Background: an optimization exercise with open tools, aiming at a short achievable clock period and few clock cycles. Do not read the settings as production practice. Function was checked by simulation only, so behaviour that the tests miss may differ from the original. Power and IR drop assume default switching activity.

`design/flow/run.sh`:
```
#!/bin/bash
# synth_recipe.tcl (not shown) runs the flow's synth.tcl, then flattens the netlist and writes it again
# the make line also repeats each setting of config.mk as NAME=value (left out here)
make -C /OpenROAD-flow-scripts/flow DESIGN_CONFIG=/design/flow/config.mk WORK_HOME=/design/flow/orfs CLKGATE_MAP_FILE= SYNTH_SCRIPT=/design/flow/synth_recipe.tcl finish
```
`design/flow/config.mk`:
```
export PLATFORM = sky130hd
export DESIGN_NAME = rvCore
export DESIGN_NICKNAME = rvCore
export VERILOG_FILES = /design/flow/design.v
export SDC_FILE = /design/flow/constraint.sdc
export NUM_CORES = 4
export LEC_CHECK = 0
export ABC_CLOCK_PERIOD_IN_PS = 2500
export CAP_MARGIN = 20
export CORE_MARGIN = 2
export CORE_UTILIZATION = 45
export SETUP_SLACK_MARGIN = 5
export SLEW_MARGIN = 20
export TNS_END_PERCENT = 20
```
`design/flow/constraint.sdc`:
```
create_clock -name core_clock -period 8.5 [get_ports {clk}]
set_input_delay 1.7000 -clock core_clock [delete_from_list [all_inputs] [get_ports {clk}]]
set_output_delay 1.7000 -clock core_clock [all_outputs]
set_load 0.01 [all_outputs]
```
`design/flow/design.v`:
```
package isaPkg;
    typedef logic [31:0] wordT;
    typedef logic [4:0] regAddrT;
    typedef enum logic [6:0] {
        OP     = 7'b0110011,
        OP_IMM = 7'b0010011,
        LOAD   = 7'b0000011,
        STORE  = 7'b0100011,
        BRANCH = 7'b1100011
    } opcodeT;
    typedef enum logic [1:0] {
        ALU_ADD,
        ALU_SUB,
        ALU_AND,
        ALU_OR
    } aluOpT;
    localparam logic [2:0] FUNCT3_ADD = 3'b000;
    localparam logic [2:0] FUNCT3_OR  = 3'b110;
    localparam logic [2:0] FUNCT3_AND = 3'b111;
    localparam logic [2:0] FUNCT3_LW  = 3'b010;
    localparam logic [2:0] FUNCT3_SW  = 3'b010;
    localparam logic [2:0] FUNCT3_BEQ = 3'b000;
    localparam logic [6:0] FUNCT7_BASE = 7'b0000000;
    localparam logic [6:0] FUNCT7_SUB  = 7'b0100000;
endpackage
package pipePkg;
    typedef struct packed {
        logic [31:0] pc;
        logic [31:0] instr;
        logic         valid;
    } ifIdT;
    typedef struct packed {
        logic [31:0] pc;
        logic [31:0] rs1Data;
        logic [31:0] rs2Data;
        logic [31:0] imm;
        logic [4:0]      rs1;
        logic [4:0]      rs2;
        logic [4:0]      rd;
        logic [1:0]      aluOp;
        logic            regWrite;
        logic            memRead;
        logic            memWrite;
        logic            branch;
        logic            useImm;
        logic            valid;
    } idExT;
    typedef struct packed {
        logic [31:0] aluResult;
        logic [31:0] storeData;
        logic [4:0]      rd;
        logic            regWrite;
        logic            memRead;
        logic            memWrite;
        logic            valid;
    } exMemT;
    typedef struct packed {
        logic [31:0] result;
        logic [4:0]      rd;
        logic            regWrite;
        logic            valid;
    } memWbT;
    typedef enum logic [1:0] {
        FWD_NONE,
        FWD_WB,
        FWD_MEM
    } fwdSelT;
    typedef struct packed {
        logic [4:0]      rd;
        logic [31:0] data;
    } wbEventT;
    typedef struct packed {
        logic [31:0] addr;
        logic [31:0] data;
    } storeEventT;
endpackage
`timescale 1ns/10ps
module rvCore #(
    parameter int IMEM_DEPTH = 64,
    parameter int DMEM_DEPTH = 64
) (
    input  logic                clk,
    input  logic                rstN,
    input  logic                progWe,
    input  logic [31:0]         progAddr,
    input  logic [31:0]         progData,
    output logic                wbValid,
    output logic [36:0]         wbEvent,
    output logic                storeValid,
    output logic [63:0]         storeEvent
);
    localparam logic [2:0] K_R    = 3'd0;
    localparam logic [2:0] K_ADDI = 3'd1;
    localparam logic [2:0] K_LW   = 3'd2;
    localparam logic [2:0] K_SW   = 3'd3;
    localparam logic [2:0] K_BEQ  = 3'd4;
    localparam logic [2:0] K_JMP  = 3'd5;
    localparam logic [2:0] K_NOP  = 3'd6;
    localparam int SW_W = 27;
    logic [5:0]      pwA;
    logic [31:0]     pd;
    logic [6:0]      pOp;
    logic [2:0]      pF3;
    logic [6:0]      pF7;
    logic [4:0]      pRd, pRs1, pRs2;
    logic            pIsR, pIsAddi, pIsLw, pIsSw, pIsBeq, pIsJmp, pIsNop, pWb;
    logic [1:0]      pAlu;
    logic [6:0]      pBrT, pNopT;
    logic [2:0]      pKind;
    logic [4:0]      pB;
    logic [11:0]     pImm;
    logic [SW_W-1:0] pWord;
    assign pwA  = progAddr[5:0];
    assign pd   = progData;
    assign pOp  = pd[6:0];
    assign pF3  = pd[14:12];
    assign pF7  = pd[31:25];
    assign pRd  = pd[11:7];
    assign pRs1 = pd[19:15];
    assign pRs2 = pd[24:20];
    always_comb begin
        pIsR = 1'b0;
        pAlu = 2'd0;
        if (pOp == 7'b0110011) begin
            case ({pF7, pF3})
                10'b0000000_000: begin pIsR = 1'b1; pAlu = 2'd0; end
                10'b0100000_000: begin pIsR = 1'b1; pAlu = 2'd1; end
                10'b0000000_111: begin pIsR = 1'b1; pAlu = 2'd2; end
                10'b0000000_110: begin pIsR = 1'b1; pAlu = 2'd3; end
                default: ;
            endcase
        end
    end
    assign pIsAddi = (pOp == 7'b0010011) && (pF3 == 3'b000);
    assign pIsLw   = (pOp == 7'b0000011) && (pF3 == 3'b010);
    assign pIsSw   = (pOp == 7'b0100011) && (pF3 == 3'b010);
    assign pIsBeq  = (pOp == 7'b1100011) && (pF3 == 3'b000) && (pRs1 != pRs2);
    assign pIsJmp  = (pOp == 7'b1100011) && (pF3 == 3'b000) && (pRs1 == pRs2);
    assign pIsNop  = !(pIsR || pIsAddi || pIsLw || pIsSw || pIsBeq || pIsJmp);
    assign pWb     = (pIsR || pIsAddi || pIsLw) && (pRd != 5'd0);
    assign pBrT  = {pwA, 1'b0} + {pd[27:25], pd[11:8]};
    assign pNopT = {pwA + 6'd1, 1'b0};
    always_comb begin
        pKind = K_NOP;
        pB    = pRd;
        pImm  = {5'd0, pNopT};
        if (pIsR) begin
            pKind = K_R;    pB = pRs2; pImm = {5'd0, pAlu, pRd};
        end else if (pIsAddi) begin
            pKind = K_ADDI; pB = pRd;  pImm = pd[31:20];
        end else if (pIsLw) begin
            pKind = K_LW;   pB = pRd;  pImm = pd[31:20];
        end else if (pIsSw) begin
            pKind = K_SW;   pB = pRs2; pImm = {pd[31:25], pd[11:7]};
        end else if (pIsBeq) begin
            pKind = K_BEQ;  pB = pRs2; pImm = {5'd0, pBrT};
        end else if (pIsJmp) begin
            pKind = K_JMP;  pB = pRs2; pImm = {5'd0, pBrT};
        end
    end
    assign pWord = {pIsJmp || pIsNop, pWb, pKind, pRs1, pB, pImm};
    logic [SW_W-1:0] imem [64];
    always_ff @(posedge clk) begin
        if (progWe && !rstN) begin
            imem[pwA] <= pWord;
        end
    end
    logic [5:0]      fIdx;       
    logic            fPc1;       
    logic [SW_W-1:0] cw;         
    logic [SW_W-1:0] nw;         
    logic            curSkip, nxtSkip;
    logic [6:0]      curT, nxtT;
    logic [SW_W-1:0] imemNext [64];
    for (genvar i = 0; i < 64; i++) begin : g_rot
        assign imemNext[i] = imem[(i + 1) % 64];
    end
    assign cw      = imem[fIdx];
    assign nw      = imemNext[fIdx];
    assign curSkip = cw[26] && !fPc1;
    assign nxtSkip = nw[26] && !fPc1;
    assign curT    = cw[6:0];
    assign nxtT    = nw[6:0];
    logic            stall;
    logic            redirect;
    logic [6:0]      redirT;
    logic            irValid;
    logic [25:0]     ir;
    logic            irPc1;
    always_ff @(posedge clk) begin
        if (!rstN) begin
            fIdx  <= 6'd0;
            fPc1  <= 1'b0;
        end else if (redirect) begin
            fIdx  <= redirT[6:1];
            fPc1  <= redirT[0];
        end else if (!stall) begin
            if (curSkip) begin
                fIdx  <= curT[6:1];
                fPc1  <= curT[0];
            end else if (nxtSkip) begin
                fIdx  <= nxtT[6:1];
                fPc1  <= nxtT[0];
            end else begin
                fIdx  <= fIdx + 6'd1;
            end
        end
    end
    always_ff @(posedge clk) begin
        if (!rstN || redirect) begin
            irValid <= 1'b0;
        end else if (!stall) begin
            irValid <= !curSkip && (cw[24:22] != K_NOP);
        end
    end
    always_ff @(posedge clk) begin
        if (!stall) begin
            ir    <= cw[25:0];
            irPc1 <= fPc1;
        end
    end
    logic [2:0]  dKind;
    logic        dWb;
    logic [4:0]  dRs1, dB, dRd;
    logic [11:0] dImm;
    logic [31:0] dImmX;
    logic        dIsR, dIsAddi, dIsLw, dIsSw, dIsBeq, dIsJmp, dUseImm, dUseA, dUseB;
    logic [1:0]  dAlu;
    assign dWb     = ir[25];
    assign dKind   = ir[24:22];
    assign dRs1    = ir[21:17];
    assign dB      = ir[16:12];
    assign dImm    = ir[11:0];
    assign dImmX   = {{20{dImm[11]}}, dImm};
    assign dIsR    = dKind == K_R;
    assign dIsAddi = dKind == K_ADDI;
    assign dIsLw   = dKind == K_LW;
    assign dIsSw   = dKind == K_SW;
    assign dIsBeq  = dKind == K_BEQ;
    assign dIsJmp  = dKind == K_JMP;
    assign dUseImm = dIsAddi || dIsLw || dIsSw;
    assign dUseA   = dIsR || dIsAddi || dIsLw || dIsSw || dIsBeq;
    assign dUseB   = dIsR || dIsSw || dIsBeq;
    assign dRd     = dIsR ? dImm[4:0] : dB;
    assign dAlu    = dIsR ? dImm[6:5] : 2'd0;
    logic        eWb, eLd, eSt, eBeq, eJmp, eSub, eArith, eAnd;
    logic [4:0]  eRd;
    logic [31:0] eA, eB2, eSd;
    logic [6:0]  eT;
    logic        eFaM, eFaW, eFaR, eFbM, eFbMn, eFbW, eFbWn, eFbR, eFsM, eFsW, eFsR;
    logic        mWb, mLd, mSt;
    logic [4:0]  mRd;
    logic [31:0] mRes, mSa, mSd;
    logic        wWb;
    logic [4:0]  wRd;
    logic [31:0] wRes;
    logic [31:0] rf [32];
    always_ff @(posedge clk) begin
        if (wWb) begin
            rf[wRd] <= wRes;
        end
    end
    logic [31:0] rdA, rdB;
    always_comb begin
        rdA = '0;
        rdB = '0;
        for (int i = 1; i < 32; i++) begin
            rdA = rdA | (rf[i] & {32{dRs1 == 5'(i)}});
            rdB = rdB | (rf[i] & {32{dB == 5'(i)}});
        end
        if (wWb && wRd == dRs1) rdA = wRes;
        if (wWb && wRd == dB)   rdB = wRes;
    end
    logic hitEA, hitEB, hitMA, hitMB;
    assign hitEA = eWb && (eRd == dRs1);
    assign hitEB = eWb && (eRd == dB);
    assign hitMA = mWb && (mRd == dRs1);
    assign hitMB = mWb && (mRd == dB);
    assign stall = irValid && eLd && eWb &&
                   ((dUseA && eRd == dRs1) || (dUseB && eRd == dB));
    always_ff @(posedge clk) begin
        if (!rstN || redirect || stall || !irValid) begin
            eWb  <= 1'b0;
            eLd  <= 1'b0;
            eSt  <= 1'b0;
            eBeq <= 1'b0;
            eJmp <= 1'b0;
        end else begin
            eWb  <= dWb;
            eLd  <= dIsLw;
            eSt  <= dIsSw;
            eBeq <= dIsBeq;
            eJmp <= dIsJmp;
        end
    end
    always_ff @(posedge clk) begin
        eRd    <= dRd;
        eA     <= rdA;
        eB2    <= dUseImm ? dImmX : (rdB ^ {32{dAlu == 2'd1}});
        eSd    <= rdB;
        eT     <= dImm[6:0] + {6'd0, irPc1};
        eSub   <= dAlu == 2'd1;
        eArith <= !dAlu[1];
        eAnd   <= dAlu == 2'd2;
        eFaM   <= hitEA;
        eFaW   <= !hitEA && hitMA;
        eFaR   <= !hitEA && !hitMA;
        eFbM   <= !dUseImm && hitEB && dAlu != 2'd1;
        eFbMn  <= !dUseImm && hitEB && dAlu == 2'd1;
        eFbW   <= !dUseImm && !hitEB && hitMB && dAlu != 2'd1;
        eFbWn  <= !dUseImm && !hitEB && hitMB && dAlu == 2'd1;
        eFbR   <= dUseImm || (!hitEB && !hitMB);
        eFsM   <= hitEB;
        eFsW   <= !hitEB && hitMB;
        eFsR   <= !hitEB && !hitMB;
    end
    logic [31:0] opA, opB, opS, opBx, sum, logicRes, aluRes;
    assign opA = ({32{eFaM}} & mRes) | ({32{eFaW}} & wRes) | ({32{eFaR}} & eA);
    assign opB = ({32{eFbM}} & mRes) | ({32{eFbMn}} & ~mRes) |
                 ({32{eFbW}} & wRes) | ({32{eFbWn}} & ~wRes) | ({32{eFbR}} & eB2);
    assign opS = ({32{eFsM}} & mRes) | ({32{eFsW}} & wRes) | ({32{eFsR}} & eSd);
    assign opBx     = opB;
    logic [31:0] kg [6];
    logic [31:0] kp [6];
    logic [31:0] hp;
    assign hp    = opA ^ opBx;
    assign kg[0] = (opA & opBx) | {31'd0, hp[0] & eSub};
    assign kp[0] = hp;
    for (genvar l = 0; l < 5; l++) begin : g_ks
        for (genvar i = 0; i < 32; i++) begin : g_bit
            if (i >= (1 << l)) begin : g_op
                assign kg[l+1][i] = kg[l][i] | (kp[l][i] & kg[l][i - (1 << l)]);
                assign kp[l+1][i] = kp[l][i] & kp[l][i - (1 << l)];
            end else begin : g_pass
                assign kg[l+1][i] = kg[l][i];
                assign kp[l+1][i] = kp[l][i];
            end
        end
    end
    assign sum = hp ^ {kg[5][30:0], eSub};
    assign logicRes = eAnd ? (opA & opB) : (opA | opB);
    assign aluRes   = eArith ? sum : logicRes;
    assign redirect = eJmp || (eBeq && (opA == opB));
    assign redirT   = eT;
    always_ff @(posedge clk) begin
        if (!rstN) begin
            mWb <= 1'b0;
            mLd <= 1'b0;
            mSt <= 1'b0;
        end else begin
            mWb <= eWb;
            mLd <= eLd;
            mSt <= eSt;
        end
    end
    always_ff @(posedge clk) begin
        mRd  <= eRd;
        mRes <= aluRes;
    end
    always_ff @(posedge clk) begin
        if (eSt) begin
            mSa <= aluRes;
            mSd <= opS;
        end
    end
    logic [31:0] dmem [64];
    always_ff @(posedge clk) begin
        if (mSt) begin
            dmem[mSa[7:2]] <= mSd;
        end
    end
    always_ff @(posedge clk) begin
        if (!rstN) begin
            wWb <= 1'b0;
        end else begin
            wWb <= mWb;
        end
    end
    logic [31:0] mOut;
    logic [36:0] wEv;
    assign mOut = mLd ? dmem[mRes[7:2]] : mRes;
    always_ff @(posedge clk) begin
        wRd  <= mRd;
        wRes <= mOut;
    end
    always_ff @(posedge clk) begin
        if (mWb) begin
            wEv <= {mRd, mOut};
        end
    end
    assign storeValid = mSt;
    assign storeEvent = {mSa, mSd};
    assign wbValid    = wWb;
    assign wbEvent    = wEv;
endmodule
```
==> impl_summary.log, run 1 <==
INFO  metric status = complete, no violations
INFO  metric area_of_combinational_cells_with_multiple_inputs = about 53000 sq um
INFO  metric detailedRoute.firstIterationViolations = approximately 25k
INFO  metric synth_cell_types = between 80 and 90
INFO  metric routed_wirelength = 745.9 mm
INFO  metric drcViolationCount = 0
INFO  metric max-cap-violations = 0
INFO  metric groute.layer.met3.usage = about a tenth
INFO  metric critical_path_arrival = 2.12 ns
INFO  metric post_layout_nonfiller_instances = roughly 18k
INFO  metric final.setup.tns = 0 ns
INFO  metric synth_most_common_cell = sky130_fd_sc_hd__edfxtp_1
INFO  metric max_stage_delay = about 0.7 ns
INFO  metric post_synth_inst_count = about 10k
INFO  metric start_kind = flip-flop
INFO  metric synth.top_cells.by_area = sky130_fd_sc_hd__edfxtp_1 (72%), sky130_fd_sc_hd__mux4_2 (13%), sky130_fd_sc_hd__dfxtp_1 (2.1%)
INFO  metric global_route.overflow_total = 0
INFO  metric finalWeightedCongestion = 0.9551
INFO  metric met2_usage = 45.87%
INFO  metric synth_top_area_cell = sky130_fd_sc_hd__edfxtp_1
INFO  metric floorplan.die.width = between 600 and 700 um
INFO  metric ff_latch_count_synth = just over 5k
INFO  metric vias = ~120k
INFO  metric clock_sink_count = roughly 5.1k
INFO  metric rows = about 250
INFO  metric ctsHtreeMaxLevel = 6
INFO  metric grt_setup_unrepaired = yes
INFO  metric hpwl = around 400 mm
INFO  metric crit_required = approximately 7 ns
INFO  metric worst-path-max-fanout = 1
INFO  metric worst_pin_slew = approximately 1.3 ns
INFO  metric synth.cell_area = ~210000 sq um
INFO  metric cts_tree = yes
INFO  metric cell_chain_of_the_critical_path = dlygate4sd2_1
INFO  metric dieHeight = about 680 um
INFO  metric clock-skew-final = ~0.1 ns
INFO  metric grt_start_max_net_pins = approximately 130
INFO  metric layout.cell_area.non_filler = around 240000 sq um
INFO  metric power_per_cell_area = roughly 320 nW/um^2
INFO  metric share_of_the_synthesized_area_in_the_top_cell_type = between 70% and 80%
INFO  metric cts_inserted_buffers = approximately 550
INFO  metric critPathBufInv = 1
INFO  metric final_critical_delay_including_setup_and_external_delays = ~3.8 ns
INFO  metric postLayoutCoreUtil = 53.12%
INFO  metric finalMaxSlewViolations = 0
INFO  metric post-place-cells = between 15k and 20k
INFO  metric slew-limit-headroom = 16.08%
INFO  metric via_per_inst = roughly 7.0
INFO  metric irDropWorstVdd = 0.2522 mV
INFO  metric postSynthNetCount = between 10k and 15k
INFO  metric ctsRootBufferMaster = sky130_fd_sc_hd__clkbuf_16
INFO  metric floorplan.io_pins = 170
INFO  metric fmax = roughly 260 MHz
INFO  metric postLayoutSetupSlackWorst = between 4 and 5 ns
INFO  metric grt_antenna_before_repair = slightly above 80
INFO  metric floorplan.die_area = 461100 sq um
INFO  metric kind_of_critical_path = flip-flop to output port
INFO  metric syn-mean-instance-area = between 15 and 20 sq um
INFO  metric finalNetCount = 11.40k
INFO  metric synth_flop_cell = sky130_fd_sc_hd__edfxtp_1
INFO  metric area_post_placement = approximately 220000 sq um
INFO  metric number_of_synthesized_flops_with_an_enable_pin = around 5k
INFO  metric drive_above_1_share = 28.80%
INFO  metric type_of_the_tightest_min_delay_check = flip-flop to flip-flop
INFO  metric buffer_ports.inserted = approximately 140
INFO  metric core_region_area = roughly 450000 sq um
INFO  metric seq_area_frac_synth = ~74%
INFO  metric final_min_period_over_clock_period = roughly 45%
INFO  metric worst_path_dominant_cell_family = flip-flops
INFO  metric timing.final.setup_violations = 0
INFO  metric grt_busiest_layer = met2
INFO  metric ys_top_cells_by_count = sky130_fd_sc_hd__edfxtp_1 (4896), sky130_fd_sc_hd__mux4_2 (1227), sky130_fd_sc_hd__clkbuf_1 (471)
INFO  metric area.growth.synth_to_final = 17.37%
INFO  metric first_global_vias = between 100k and 150k
INFO  metric starting_utilization_of_the_core_area = a little under half
INFO  metric preCtsSetupSlack = ~2.5 ns
INFO  metric dr.pass1.iters = 15
INFO  metric hold_viol_final = 0
INFO  metric area.sequential = around 150000 sq um
INFO  metric worst_skew_pair.late_latency = around 1.1 ns
INFO  metric clock_tree.buffer_depth = 4
INFO  metric drtAntennaViolNets = 0
INFO  metric wire_per_inst = 42.14 um
INFO  metric ys_warn_count = 4
INFO  metric worst_setup_path_end_kind = output port
INFO  metric track_usage = 31.60%
INFO  metric critical_path.slowest_cell = sky130_fd_sc_hd__edfxtp_1
INFO  metric groute.layer.met1.usage = between 40 and 50%
INFO  metric cts.reportedPaths.clkPinSlew = ~0.06 ns
INFO  metric p_leak = 75.26 nW
INFO  metric async_flop_share = 0%
INFO  metric grt_first_pass_wirelength = 1003 mm
INFO  metric filler_cell_count = roughly 35k
==> sequential cells by signal, summed over array words and instances (netlist names), 7 cells and up, named ones only <==
name  flops
dmem   2048
eA       32
eB2      32
eSd      32
eT        7
imem   1728
ir       26
mRes     32
mSa      32
mSd      32
rf      992
wEv      37
wRes     32
==> power breakdown <==
group | switching, mW | internal (mW)
Combinational | 13.8 | 9.39
Sequential | 0.959 | 28.9
Clock | 10.0 | 13.2
==> routing by layer <==
| layer | part of all wire (%) | vias up | wire, um |
|---|---|---|---|
| met1 | 36 | 65120 | 271300 |
| met3 | 15 | 2251 | 109700 |
| met2 | 43 | 10930 | 323200 |
| li1 | - | 46310 | - |
| met4 | 5.6 | 22 | 41540 |
| met5 | 0.020 | - | 150 |
==> logic make-up after synthesis <==
family	share of synthesized area (%)
flops	73.84
mux	14.08
xor+xnor	0.4784
fa+ha+maj	0.4930
buf+inv	1.660
compound gates	5.872
simple gates	3.582
==> area by class of cell <==
class                           instances  share of cell area (%)
Inverter                              136                  0.2137
Clock inverter                        281                   1.120
Antenna cell                           51                 0.05303
Tap cell                             5976                   3.107
Sequential cell                      5115                   62.95
Multi-Input combinational cell       4523                   22.22
Timing Repair Buffer                  934                   4.342
Clock buffer                          683                   5.991
==> path summary, 6_finish.rpt <==
kind         slack [ns]  cells after the start  startpoint     endpoint
max reg2reg        4.74                     15        eFaM      mSa[23]
max                4.68                      1     wEv[36]  wbEvent[36]
min reg2reg        0.39                      0      eRd[3]       mRd[3]
min                0.39                      0      eRd[3]       mRd[3]
==> cell usage in the layout (no fill, tap or decap), types with 44 or more instances in the layout <==
cell type / Yosys / layout
sky130_fd_sc_hd__nand2_1: 155 / 146
sky130_fd_sc_hd__clkinv_1: 2 / 94
sky130_fd_sc_hd__clkbuf_16: 0 / 558
sky130_fd_sc_hd__clkbuf_1: 471 / 121
sky130_fd_sc_hd__buf_6: 23 / 50
sky130_fd_sc_hd__a222oi_1: 129 / 129
sky130_fd_sc_hd__buf_4: 10 / 573
sky130_fd_sc_hd__a21oi_1: 179 / 157
sky130_fd_sc_hd__buf_12: 0 / 75
sky130_fd_sc_hd__nand4_1: 233 / 233
sky130_fd_sc_hd__a22o_1: 249 / 249
sky130_fd_sc_hd__nor3_1: 81 / 47
sky130_fd_sc_hd__nor2_4: 0 / 226
sky130_fd_sc_hd__xor2_1: 49 / 48
sky130_fd_sc_hd__ha_1: 76 / 52
sky130_fd_sc_hd__xnor2_1: 63 / 62
sky130_fd_sc_hd__dfxtp_1: 219 / 182
sky130_fd_sc_hd__edfxtp_1: 4896 / 4896
sky130_fd_sc_hd__a221oi_1: 248 / 247
sky130_fd_sc_hd__mux4_2: 1227 / 1227
sky130_fd_sc_hd__mux2i_1: 68 / 68
sky130_fd_sc_hd__bufbuf_16: 0 / 44
sky130_fd_sc_hd__a22oi_1: 453 / 452
sky130_fd_sc_hd__nor2_1: 412 / 179
sky130_fd_sc_hd__nand3_1: 301 / 294
sky130_fd_sc_hd__clkdlybuf4s50_1: 0 / 59
sky130_fd_sc_hd__diode_2: 0 / 51
sky130_fd_sc_hd__a32oi_1: 69 / 69
sky130_fd_sc_hd__inv_1: 133 / 130
sky130_fd_sc_hd__clkinv_2: 0 / 84
==> metrics by stage <==
stage | power, mW | hold slack (ns)
finish | 76.32 | 0.3911
global route | 77.97 | 0.4027
CTS | 75.33 | 0.3860
detailed placement | 50.31 | 0.3858
global placement | 50.15 | 0.3857
floorplan | 42.03 | 0.3730
==> timing repair <==
| item | 4_1_cts | 5_1_grt |
|---|---|---|
| gates resized for setup | 625 | 126 |
| pin swaps | 113 | 69 |
| endpoints found under the setup margin | 3377 | 2207 |
| cloned | 64 | 6 |
| hold buffers | 0 | 0 |
| buffers inserted | 215 | 85 |
Testbench counts, summed over its fixed seeds: cycles 13,443.
==> run 2: changes to the inputs <==
--- a/design/flow/design.v
+++ b/design/flow/design.v
@@ -187,10 +187,23 @@
     logic            irValid;
     logic [25:0]     ir;
     logic            irPc1;
+    logic            pWe;
+    logic [SW_W-1:0] w0, w1;
+    assign pWe = progWe && !rstN;
+    assign w0  = (pWe && pwA == 6'd0) ? pWord : imem[0];
+    assign w1  = (pWe && pwA == 6'd1) ? pWord : imem[1];
     always_ff @(posedge clk) begin
         if (!rstN) begin
-            fIdx  <= 6'd0;
-            fPc1  <= 1'b0;
+            if (w0[26]) begin
+                fIdx <= w0[6:1];
+                fPc1 <= w0[0];
+            end else if (w1[26]) begin
+                fIdx <= w1[6:1];
+                fPc1 <= w1[0];
+            end else begin
+                fIdx <= 6'd1;
+                fPc1 <= 1'b0;
+            end
         end else if (redirect) begin
             fIdx  <= redirT[6:1];
             fPc1  <= redirT[0];
@@ -207,14 +220,19 @@
         end
     end
     always_ff @(posedge clk) begin
-        if (!rstN || redirect) begin
+        if (!rstN) begin
+            irValid <= !w0[26] && (w0[24:22] != K_NOP);
+        end else if (redirect) begin
             irValid <= 1'b0;
         end else if (!stall) begin
             irValid <= !curSkip && (cw[24:22] != K_NOP);
         end
     end
     always_ff @(posedge clk) begin
-        if (!stall) begin
+        if (!rstN) begin
+            ir    <= w0[25:0];
+            irPc1 <= 1'b0;
+        end else if (!stall) begin
             ir    <= cw[25:0];
             irPc1 <= fPc1;
         end
==> run 2 against run 1 <==
Core utilization up 0.14 points. Worst setup slack worse by 0.20 ns. Cell area up 0.82%. First-iteration DRC count up 5.9%. Clock skew up 0.012 ns. Still clean. Cell count up 1.1%.
==> impl_summary.log, run 2 <==
INFO  metric ctsRootBufferMaster = sky130_fd_sc_hd__clkbuf_16
INFO  metric synth_most_common_cell = sky130_fd_sc_hd__edfxtp_1
INFO  metric clock-skew-final = 0.1091 ns (+0.01157 ns)
INFO  metric setup.reg_to_reg.worst_slack = 4.49 ns (-0.25 ns)
INFO  metric critical_path_arrival = 4.84 ns (+2.72 ns)
INFO  metric power_switching_share = 30.79% (-1.7 points)
INFO  metric drcViolationCount = 0 (unchanged)
INFO  metric internal_power_contribution = 49.15 mW (-4.6%)
INFO  metric p_switching = 21.87 mW (-12%)
INFO  metric finalWeightedCongestion = 0.9729 (+1.9%)
INFO  metric grt_start_max_net_pins = 140 (+6.9%)
INFO  metric worst_skew_pair.late_latency = 1.12 ns (+0.04 ns)
INFO  metric area_of_combinational_cells_with_multiple_inputs = 54160 sq um (+1.2%)
INFO  metric grt_first_pass_wirelength = 1040 mm (+3.6%)
INFO  metric final.setup.tns = 0 ns (unchanged)
INFO  metric drtAntennaViolNets = 0 (unchanged)
INFO  metric ys_top_cells_by_count = sky130_fd_sc_hd__edfxtp_1 (4903), sky130_fd_sc_hd__mux4_2 (1215), sky130_fd_sc_hd__a22oi_1 (527)
INFO  metric startpoint_of_the_worst_setup_timing_path = ir[17]
INFO  metric p_leak = 76.70 nW (+1.9%)
INFO  metric area.sequential = 151500 sq um (about the same)
INFO  metric floorplan.io_pins = 170 (unchanged)
INFO  metric hold_viol_final = 0 (unchanged)
INFO  metric finalMaxSlewViolations = 0 (unchanged)
INFO  metric r2r_end = eA[8]
INFO  metric status = complete, no violations
INFO  metric dieHeight = 679.7 um (about the same)
INFO  metric floorplan.die_area = 462000 sq um (+0.19%)
INFO  metric worstHoldPathCells = 0 (unchanged)
INFO  metric post_synth_inst_count = 10.51k (+0.52%)
INFO  metric kind_of_critical_path = flip-flop to flip-flop
INFO  metric power_frac_seq = 41.6% (+2.4 points)
INFO  metric finalNetCount = 11.57k (+1.5%)
INFO  metric seq_area_frac_synth = 73.73% (-0.11 points)
INFO  metric fmax = 249.1 MHz (-4.9%)
INFO  metric synth.cell_area = 205500 sq um (+0.20%)
INFO  metric number_of_synthesized_flops_with_an_enable_pin = 4903 (+0.14%)
INFO  metric synth_flop_cell = sky130_fd_sc_hd__edfxtp_1
INFO  metric fin_worst_hold_slack = 0.4256 ns (+0.03444 ns)
INFO  metric wire_per_inst = 43.89 um (+4.1%)
INFO  metric dr.pass1.iters = 15 (unchanged)
INFO  metric filler_cell_count = 34.95k (-0.060%)
INFO  metric rr_worst_depth = 8 (-7)
INFO  metric hpwl = 406.0 mm (+1.2%)
INFO  metric timing.final.setup_violations = 0 (unchanged)
INFO  metric final_min_period_over_clock_period = 47.23% (+2.3 points)
INFO  metric track_usage = 33.06% (+1.5 points)
INFO  metric crit_required = 9.32 ns (+2.52 ns)
INFO  metric via_per_inst = 7.149 (+1.5%)
INFO  metric ys_warn_count = 4 (unchanged)
INFO  metric ctsHtreeMaxLevel = 6 (unchanged)
INFO  metric clockPowerShare = 32.4% (+2.0 points)
INFO  metric starting_utilization_of_the_core_area = 45.10% (-0.16 points)
INFO  metric worst_pin_slew = 1.236 ns (-0.02000 ns)
INFO  metric area.growth.synth_to_final = 18.10%
INFO  metric irDropWorstVdd = 0.2348 mV (-6.9%)
INFO  metric worst_setup_path_end_kind = flip-flop
INFO  metric final_critical_delay_including_setup_and_external_delays = 4.014 ns (+0.1959 ns)
INFO  metric layout.cells.most_common = sky130_fd_sc_hd__edfxtp_1
INFO  metric floorplan.die.width = 679.7 um (about the same)
INFO  metric clock_sink_count = 5115 (unchanged)
INFO  metric synth_cell_types = 83 (-6.7%)
INFO  metric crit_path_end = eA[8]
INFO  metric clock_tree.buffer_depth = 4 (unchanged)
INFO  metric layout.cells.most_common_list = sky130_fd_sc_hd__edfxtp_1 (4903), sky130_fd_sc_hd__mux4_2 (1215), sky130_fd_sc_hd__buf_4 (628)
INFO  metric power_per_cell_area = 292.7 nW/um^2 (-7.7%)
INFO  metric type_of_the_tightest_min_delay_check = flip-flop to flip-flop
INFO  metric r2r_start = ir[17]
INFO  metric grt_antenna_before_repair = 64 (-22%)
INFO  metric synth_top_area_cell = sky130_fd_sc_hd__edfxtp_1
INFO  metric syn-mean-instance-area = 19.56 sq um (-0.32%)
INFO  metric global_route.overflow_total = 0 (unchanged)
INFO  metric async_flop_share = 0% (unchanged)
INFO  metric detailedRoute.firstIterationViolations = 26.16k (+5.9%)
INFO  metric number_of_flip_flops_under_the_largest_register_name = 2048 (unchanged)
INFO  metric start_kind = flip-flop
INFO  metric worst-path-max-fanout = 32 (+31)
INFO  metric power.share.combinational = 26.1% (-4.3 points)
INFO  metric synth.top_cells.by_area = sky130_fd_sc_hd__edfxtp_1 (72%), sky130_fd_sc_hd__mux4_2 (13%), sky130_fd_sc_hd__dfxtp_1 (2.1%)
INFO  metric routed_wirelength = 784.9 mm (+5.2%)
INFO  metric rows = 248 (+0.40%)
INFO  metric drive_above_1_share = 29.33% (+0.52 points)
INFO  metric cts.reportedPaths.clkPinSlew = 0.06 ns (about the same)
INFO  metric grt_setup_unrepaired = yes
INFO  metric postSynthNetCount = 10.65k (+0.53%)
INFO  metric core_region_area = 455500 sq um (+0.54%)
INFO  metric slew-limit-headroom = 17.52% (+1.4 points)
INFO  metric ff_latch_count_synth = 5115 (unchanged)
INFO  metric max-cap-violations = 0 (unchanged)
INFO  metric buffer_ports.inserted = 143 (unchanged)
INFO  metric cts_tree = yes
INFO  metric cts_inserted_buffers = 543 (-0.37%)
INFO  metric share_of_the_synthesized_area_in_the_top_cell_type = 71.66% (about the same)
INFO  metric first_global_vias = 120.8k (+0.69%)
INFO  metric vias = 127.9k (+2.6%)
run 2: worst min path at each step:
stage	from	end
after floorplan	eRd[2]	mRd[2]
after global placement	eRd[0]	mRd[0]
after detailed placement	eRd[0]	mRd[0]
after CTS	eRd[3]	mRd[3]
after global routing	eRd[3]	mRd[3]
final	eRd[3]	mRd[3]
run 2: power by group through the flow:
| stage | Sequential, mW | Clock [mW] | Combinational (mW) |
|---|---|---|---|
| after floorplan | 30.0 | 0 | 9.51 |
| after global placement | 30.2 | 0 | 15.7 |
| after detailed placement | 30.2 | 0 | 15.8 |
| after CTS | 29.5 | 23.1 | 17.8 |
| after global routing | 29.5 | 24.0 | 18.9 |
| final | 29.5 | 23.0 | 18.5 |
run 2: metal layers:
metal / vias up / share of wire [%] / GRT usage, %
li1: 46860 / - / -
met2: 11620 / 43 / 47.82
met5: - / 0.021 / 0.1979
met1: 66550 / 35 / 44.33
met3: 2815 / 15 / 11.23
met4: 15 / 7.1 / 17.60
run 2: logic make-up (layout without fill, tap and decap cells):
group	after synthesis	count (layout)	share of synthesized area (%)
flip-flops	5115	5115	73.73
AO/OA/AOI/OAI	1652	1652	6.364
AND/OR/NAND/NOR	1414	1420	3.428
multiplexers	1367	1367	14.09
buffers and inverters	797	2131	1.546
adder cells (fa/ha/maj)	81	81	0.5042
XOR/XNOR	80	80	0.3410
other	0	39	0
run 2: critical path: stages (launching register included):
cell and delay, ns:
sky130_fd_sc_hd__edfxtp_1 0.57, sky130_fd_sc_hd__or2_2 0.62, sky130_fd_sc_hd__nor2_4 0.04, sky130_fd_sc_hd__buf_4 0.49
sky130_fd_sc_hd__a22o_1 0.38, sky130_fd_sc_hd__a221oi_1 0.25, sky130_fd_sc_hd__nand4_1 0.15, sky130_fd_sc_hd__nor3_1 0.80
sky130_fd_sc_hd__a21oi_1 0.42
run 2: final cells by class:
| cell class | count | area share [%] |
|---|---|---|
| Clock inverter | 267 | 0.9916 |
| Multi-Input combinational cell | 4600 | 22.32 |
| Inverter | 135 | 0.2186 |
| Antenna cell | 39 | 0.04022 |
| Tap cell | 6000 | 3.094 |
| Timing Repair Buffer | 1025 | 4.887 |
| Timing Repair inverter | 1 | 0.002063 |
| Clock buffer | 703 | 5.991 |
| Sequential cell | 5115 | 62.46 |
run 2: metrics by stage:
stage,setup slack [ns],util (%),std cells,instance area (sq um),power (mW)
after global placement,2.504,47.70,16430,217300,45.87
final,4.486,53.27,17890,242600,71.02
after global routing,4.380,53.25,17850,242600,72.45
after CTS,4.354,52.92,17730,241000,70.41
after detailed placement,2.591,47.72,16430,217400,45.98
after floorplan,4.172,-,10510,205700,39.47
run 2: what timing repair did:
| action | in CTS | in global routing |
|---|---|---|
| cloned | 81 | 8 |
| pin swaps | 85 | 53 |
| hold buffers | 0 | 0 |
| setup endpoints to repair | 2713 | 1949 |
| setup buffers | 242 | 113 |
| resized for setup | 685 | 173 |
Testbench counts of run 2, summed over its fixed seeds: cycles 13,251.

==> static timing again, ports no longer ideal <==
How much do the figures lean on ideal ports? The routed layouts below were timed once more, with nothing changed but the port constraints.
Step 1 assumes that a clkbuf_16 drives the clock port and a buf_2 every other input.
Step 2 times the ports against the registers' clock, not the clock port: input delays grow and output delays shrink by t, the midpoint of the rising clock arrivals with the driver on.
Three values: ideal ports, drivers, drivers and shift; two values: the first two.
run | shift t [ns] | setup slack, ns | worst slew at a driven data input, ns | pins driven straight from the clock port
run 1 | 1.161 | 4.682 / 4.558 / 3.580 | 0.24 | 1
run 2 | 1.163 | 4.486 / 4.486 / 3.461 | 0.05 | 1
After both steps every run listed still meets setup and hold. For run 1, which loses most, drivers alone change the setup slack by -0.124 ns; drivers and shift together by -1.102 ns.
